This design comes from an exercise in tuning for small area and a short achievable clock period on the open sky130 flow, not from production work. At most, simulation tests tie the RTL to the original design; equivalence was not proved. Power figures rest on the tool's default switching activity, not on a simulated workload.

==> flow/design.v (excerpt) <==
module yaw_tracker_top (
    input  logic                clk,
    input  logic                rst_n,
    input  logic                sample_valid,
    input  logic                calibrate,
    input  imu_pkg::rate_t      rate_a,
    input  imu_pkg::rate_t      rate_b,
    output angle_pkg::angle_t   yaw_a,
    output angle_pkg::angle_t   yaw_b,
    output angle_pkg::angle_t   rel_yaw,
    output angle_pkg::heading_t heading,
    output logic                out_valid
);
Size in the first run: about 1500 cells after synthesis, about 180 flip-flops, ~11000 µm² of cells after synthesis.
export LEC_CHECK = 0
export ABC_AREA = 1
export CAP_MARGIN = 20
export CORE_MARGIN = 2
export CORE_UTILIZATION = 75
export CTS_BUF_LIST = sky130_fd_sc_hd__clkbuf_8
export PLACE_DENSITY = 0.85
export SLEW_MARGIN = 20
create_clock -name core_clock -period 10.0 [get_ports {clk}]
standard.sh (not shown) runs the stock make flow with config.mk's settings and CLKGATE_MAP_FILE= SYNTH_SCRIPT=/design/flow/synth_recipe.tcl, a recipe that flattens the netlist after the stock synthesis.
==> flow/flow/run.sh <==
#!/bin/bash
set -euo pipefail
MARGIN=$(cat flow/margin.txt)
bash standard.sh ADDER_MAP_FILE= synth > synth.log 2>&1
bash standard.sh SETUP_SLACK_MARGIN=$MARGIN floorplan > floorplan.log 2>&1
bash standard.sh SETUP_SLACK_MARGIN=$MARGIN "BUFFER_PORTS_ARGS=-buffer_cell sky130_fd_sc_hd__buf_1" place > place.log 2>&1
bash standard.sh SETUP_SLACK_MARGIN=$MARGIN cts > cts.log 2>&1
bash standard.sh SETUP_SLACK_MARGIN=$MARGIN route > route.log 2>&1
bash standard.sh SETUP_SLACK_MARGIN=$MARGIN finish > finish.log 2>&1
==> flow/flow/margin.txt <==
6.8
The first run completed with no timing, DRC or antenna violations.
==> next run, changes <==
Settings changed: CORE_UTILIZATION 75 to 40, PLACE_DENSITY 0.85 to default.
=>
- total power falls by 0.34%
- design area goes up by 2.4%
- combinational power falls by about 2%
- via count goes down by 4.7%
- final cell count goes up by 9.0%
==> next run, changes <==
--- a/flow/flow/run.sh
+++ b/flow/flow/run.sh
@@ -1,5 +1,17 @@
 #!/bin/bash
+# Standard ORFS layout with these changes, all in how the layout is made:
+#  - synthesis skips the full/half-adder extraction (ADDER_MAP_FILE empty) and
+#    maps the logic with ABC's standard-cell mapper under a delay target
+#    (flow/abc_map.script). Everything else in synthesis is synth_recipe.tcl and
+#    ORFS's synth.tcl unchanged, so the flip-flops and their names are the
+#    standard synthesis's;
+#  - every port still gets a buffer, but a plain buf_1 rather than a delay cell;
 set -euo pipefail
+W=$(pwd)
 MARGIN=$(cat flow/margin.txt)
-bash standard.sh ADDER_MAP_FILE= synth > synth.log 2>&1
+sed "s|log_cmd abc {\*}\$abc_args|log_cmd abc -script $W/flow/abc_map.script {*}[lrange \$abc_args 2 end]|" \
+    "$FLOW_HOME/scripts/synth.tcl" > "$W/synth_body.tcl"
+grep -q "abc_map.script" "$W/synth_body.tcl"
+{ head -n 1 synth_recipe.tcl; echo "source $W/synth_body.tcl"; tail -n +3 synth_recipe.tcl; } > "$W/synth_own.tcl"
+bash standard.sh ADDER_MAP_FILE= SYNTH_SCRIPT="$W/synth_own.tcl" synth > synth.log 2>&1
 bash standard.sh SETUP_SLACK_MARGIN=$MARGIN floorplan > floorplan.log 2>&1
==> flow/flow/abc_map.script (new file) <==
strash
dch
map -D 2000
topo
stime -c
buffer -c
upsize -c
dnsize -c
==> flow/flow/margin.txt (replaced) <==
7.0
=> The new run went through all stages and came out clean. Global-route usage is about the same. Wire length came out higher by about 4%. Count of clock-buffer cells in the layout does not change. Total power increases by 20%.

Another version of the RTL of yaw_tracker_top (not shown whole).
Size: about 190 flip-flops, roughly 140 I/O pins, roughly 0.010 mm2 of cells after synthesis.
==> flow/config.mk <==
export PLATFORM = sky130hd
export DESIGN_NAME = yaw_tracker_top
export DESIGN_NICKNAME = yaw_tracker_top
export VERILOG_FILES = /design/flow/design.v
export SDC_FILE = /design/flow/constraint.sdc
export NUM_CORES = 4
export LEC_CHECK = 0
export ABC_AREA = 1
export CAP_MARGIN = 20
export CORE_MARGIN = 2
export CORE_UTILIZATION = 65
export CTS_BUF_LIST = sky130_fd_sc_hd__clkbuf_4 sky130_fd_sc_hd__clkbuf_8
export CTS_CLUSTER_DIAMETER = 60
export PLACE_DENSITY = 0.75
export SLEW_MARGIN = 20
==> flow/constraint.sdc <==
create_clock -name core_clock -period 10.0 [get_ports {clk}]
set_input_delay 2.0000 -clock core_clock [delete_from_list [all_inputs] [get_ports {clk}]]
set_output_delay 2.0000 -clock core_clock [all_outputs]
set_load 0.01 [all_outputs]
==> flow/flow/run.sh <==
#!/bin/bash
set -euo pipefail
MARGIN=$(cat flow/margin.txt)
bash standard.sh ADDER_MAP_FILE= synth > synth.log 2>&1
bash standard.sh SETUP_SLACK_MARGIN=$MARGIN floorplan > floorplan.log 2>&1
bash standard.sh SETUP_SLACK_MARGIN=$MARGIN "BUFFER_PORTS_ARGS=-buffer_cell sky130_fd_sc_hd__buf_1" place > place.log 2>&1
bash standard.sh SETUP_SLACK_MARGIN=$MARGIN cts > cts.log 2>&1
bash standard.sh SETUP_SLACK_MARGIN=$MARGIN route > route.log 2>&1
bash standard.sh SETUP_SLACK_MARGIN=$MARGIN finish > finish.log 2>&1
==> flow/flow/margin.txt <==
6.8
Edit:
Settings changed: CTS_BUF_LIST sky130_fd_sc_hd__clkbuf_4 sky130_fd_sc_hd__clkbuf_8 to sky130_fd_sc_hd__clkbuf_8, CTS_CLUSTER_DIAMETER 60 to default.
Result: The changed run ran to the end with no violations; global-route usage stays flat; sequential power is about the same; cell count does not change.

Setup of rev 12:
yaw_tracker_top, a different RTL version from the one above (not shown whole).
Size in the first run: ~1400 cells after synthesis, roughly 180 flip-flops, roughly 11000 um^2 of cells after synthesis.
export LEC_CHECK = 0
export ABC_AREA = 1
export CAP_MARGIN = 20
export CORE_MARGIN = 2
export CORE_UTILIZATION = 40
export CTS_BUF_LIST = sky130_fd_sc_hd__clkbuf_8
export SLEW_MARGIN = 20
create_clock -name core_clock -period 10.0 [get_ports {clk}]
==> flow/flow/margin.txt <==
7.0
Scripts as last shown in full above: flow/flow/run.sh
Relative to rev 12, the following input files were edited for rev 13:
==> flow/flow/margin.txt <==
6.8
### Flow results
Rev 13 finished end to end and its layout was clean on timing, DRC and antenna.
Row proportion of power drawn by the clock network: rev 13 higher / rev 12 lower
Between rev 13 and rev 12, total power is lower for rev 13, rev 12 comes in above that.
On maximum frequency from static timing analysis: rev 13 sits below rev 12.
Diff rev 12 -> rev 13: share of the cycle needed by the critical path after routing closely matched the old numbers, number of detailed-route iterations in the first pass increased by 1 relative to the old numbers, fraction of cell area in non-clock buffers decreased by 0.78 points relative to the old numbers.
Rev 13 falls short of rev 12 in setup slack after layout.
No run of this note included a check of the RTL's function; only the layout flow was run.

== job 8766 ==
yaw_tracker_top, a different RTL version from the one above (not shown whole).
Size in the first run: ~1300 cells after synthesis, about 190 flip-flops, roughly 140 I/O pins.
export LEC_CHECK = 0
export CAP_MARGIN = 20
export CORE_MARGIN = 2
export CORE_UTILIZATION = 40
export CTS_BUF_LIST = sky130_fd_sc_hd__clkbuf_4 sky130_fd_sc_hd__clkbuf_8
export SLEW_MARGIN = 20
create_clock -name core_clock -period 10.0 [get_ports {clk}]
==> flow/flow/margin.txt <==
6.8
Scripts as last shown in full above: flow/flow/run.sh
For job 5097, these inputs were changed with respect to job 8766:
- CTS_BUF_LIST removed (was sky130_fd_sc_hd__clkbuf_4 sky130_fd_sc_hd__clkbuf_8)
==> flow/flow/margin.txt <==
7.3
## What came out
- Job 8766 and job 5097 ended up with roughly the same number of cells in the design after placement.
- Job 5097: final worst-path setup slack higher than job 8766
- Diff job 8766 -> job 5097: critical path data required time lost 2.38 ns, post-CTS repair timing setup buffer count increased by 75 relative to the old numbers.
- Job 5097 ended with less sequential share of layout area than job 8766.
- Global routing usage summed across all routing layers: higher on job 5097
- Relative to job 8766, fraction of cell area in non-clock buffers has gone up in job 5097.
Setup changes, job 5097 to job 2693
- CTS_BUF_LIST: unset -> sky130_fd_sc_hd__clkbuf_8
==> flow/flow/margin.txt <==
6.8
--- outcome ---
Sort job 2693 and job 5097 by worst-case setup margin in the final layout, descending, and job 5097 comes first. Compared with job 5097, job 2693 shows a lower clock network fraction of design power. Via count for job 2693 is lower than for job 5097. Job 2693 ends up with lower tightest hold margin than job 5097 does. Job 2693 has completed all stages; timing, DRC and antenna checks passed. Job 2693 vs job 5097: switching power share of the total up in job 2693. Of job 2693 and job 5097, the higher fraction of final layout cells sized beyond drive strength 1 belongs to job 5097.
[inputs] job 4649 vs job 2693
- removing CTS_BUF_LIST (formerly sky130_fd_sc_hd__clkbuf_8)
--- outcome ---
Re clock group share of total power: job 4649 is 3.5 points up on job 2693. Of the two values seen for critical path launch point, gyro_integrator_a_i.c was produced by job 2693 and gyro_integrator_a_i.ovp by job 4649. In terms of buffering overhead, job 4649 and job 2693 differ only marginally. | clock slew seen by the registers of the worst setup and hold paths | higher: job 2693 |.

[afterwards: timing with drivers on the ports]
The flow's constraints put no driver on any port. The routed layouts listed below were extracted and timed again, unchanged, in two steps.
Step 1: set_driving_cell puts a clkbuf_16 on clk and a buf_2 on each other input, an assumption about the parent block.
Step 2 also shifts input and output timing later by t, the mid clock arrival at the registers, as if the neighbouring blocks saw the same clock.
a / b / c = ideal ports / drivers / drivers and shift; a / b = the first two.
| run | t, ns | setup WS [ns] | hold slack, ns |
|---|---|---|---|
| the first run of note 1 | 0.514 | 6.956 / 6.916 / 6.973 | 0.356 / 0.356 / 0.356 |
| the second run of note 1 | 0.503 | 6.967 / 6.927 / 6.867 | 0.360 / 0.360 / 0.360 |
| the third run of note 1 | 0.518 | 6.848 / 6.848 / 6.795 | 0.362 / 0.362 / 0.362 |
| the first run of note 2 | 0.499 | 7.013 / 6.972 / 6.621 | 0.342 / 0.342 / 0.342 |
| the second run of note 2 | 0.502 | 7.011 / 6.971 / 6.626 | 0.342 / 0.342 / 0.342 |
| rev 12 | 0.502 | 6.972 / 6.927 / 6.850 | 0.347 / 0.347 / 0.347 |
| rev 13 | 0.504 | 6.958 / 6.914 / 6.877 | 0.343 / 0.343 / 0.343 |
| job 8766 | 0.520 | 6.933 / 6.901 / 6.633 | 0.343 / 0.343 / 0.343 |
| job 5097 | 0.488 | 6.991 / 6.945 / 6.992 | 0.347 / 0.347 / 0.347 |
| job 2693 | 0.520 | 6.933 / 6.901 / 6.633 | 0.343 / 0.343 / 0.343 |
| job 4649 | 0.483 | 6.917 / 6.917 / 6.684 | 0.341 / 0.341 / 0.341 |
After both steps every run listed still meets setup and hold. The setup slack of the first run of note 2, which loses most, moves by -0.041 ns with the drivers and by -0.392 ns with both steps. The worst setup slack also covers recovery checks on asynchronous resets.
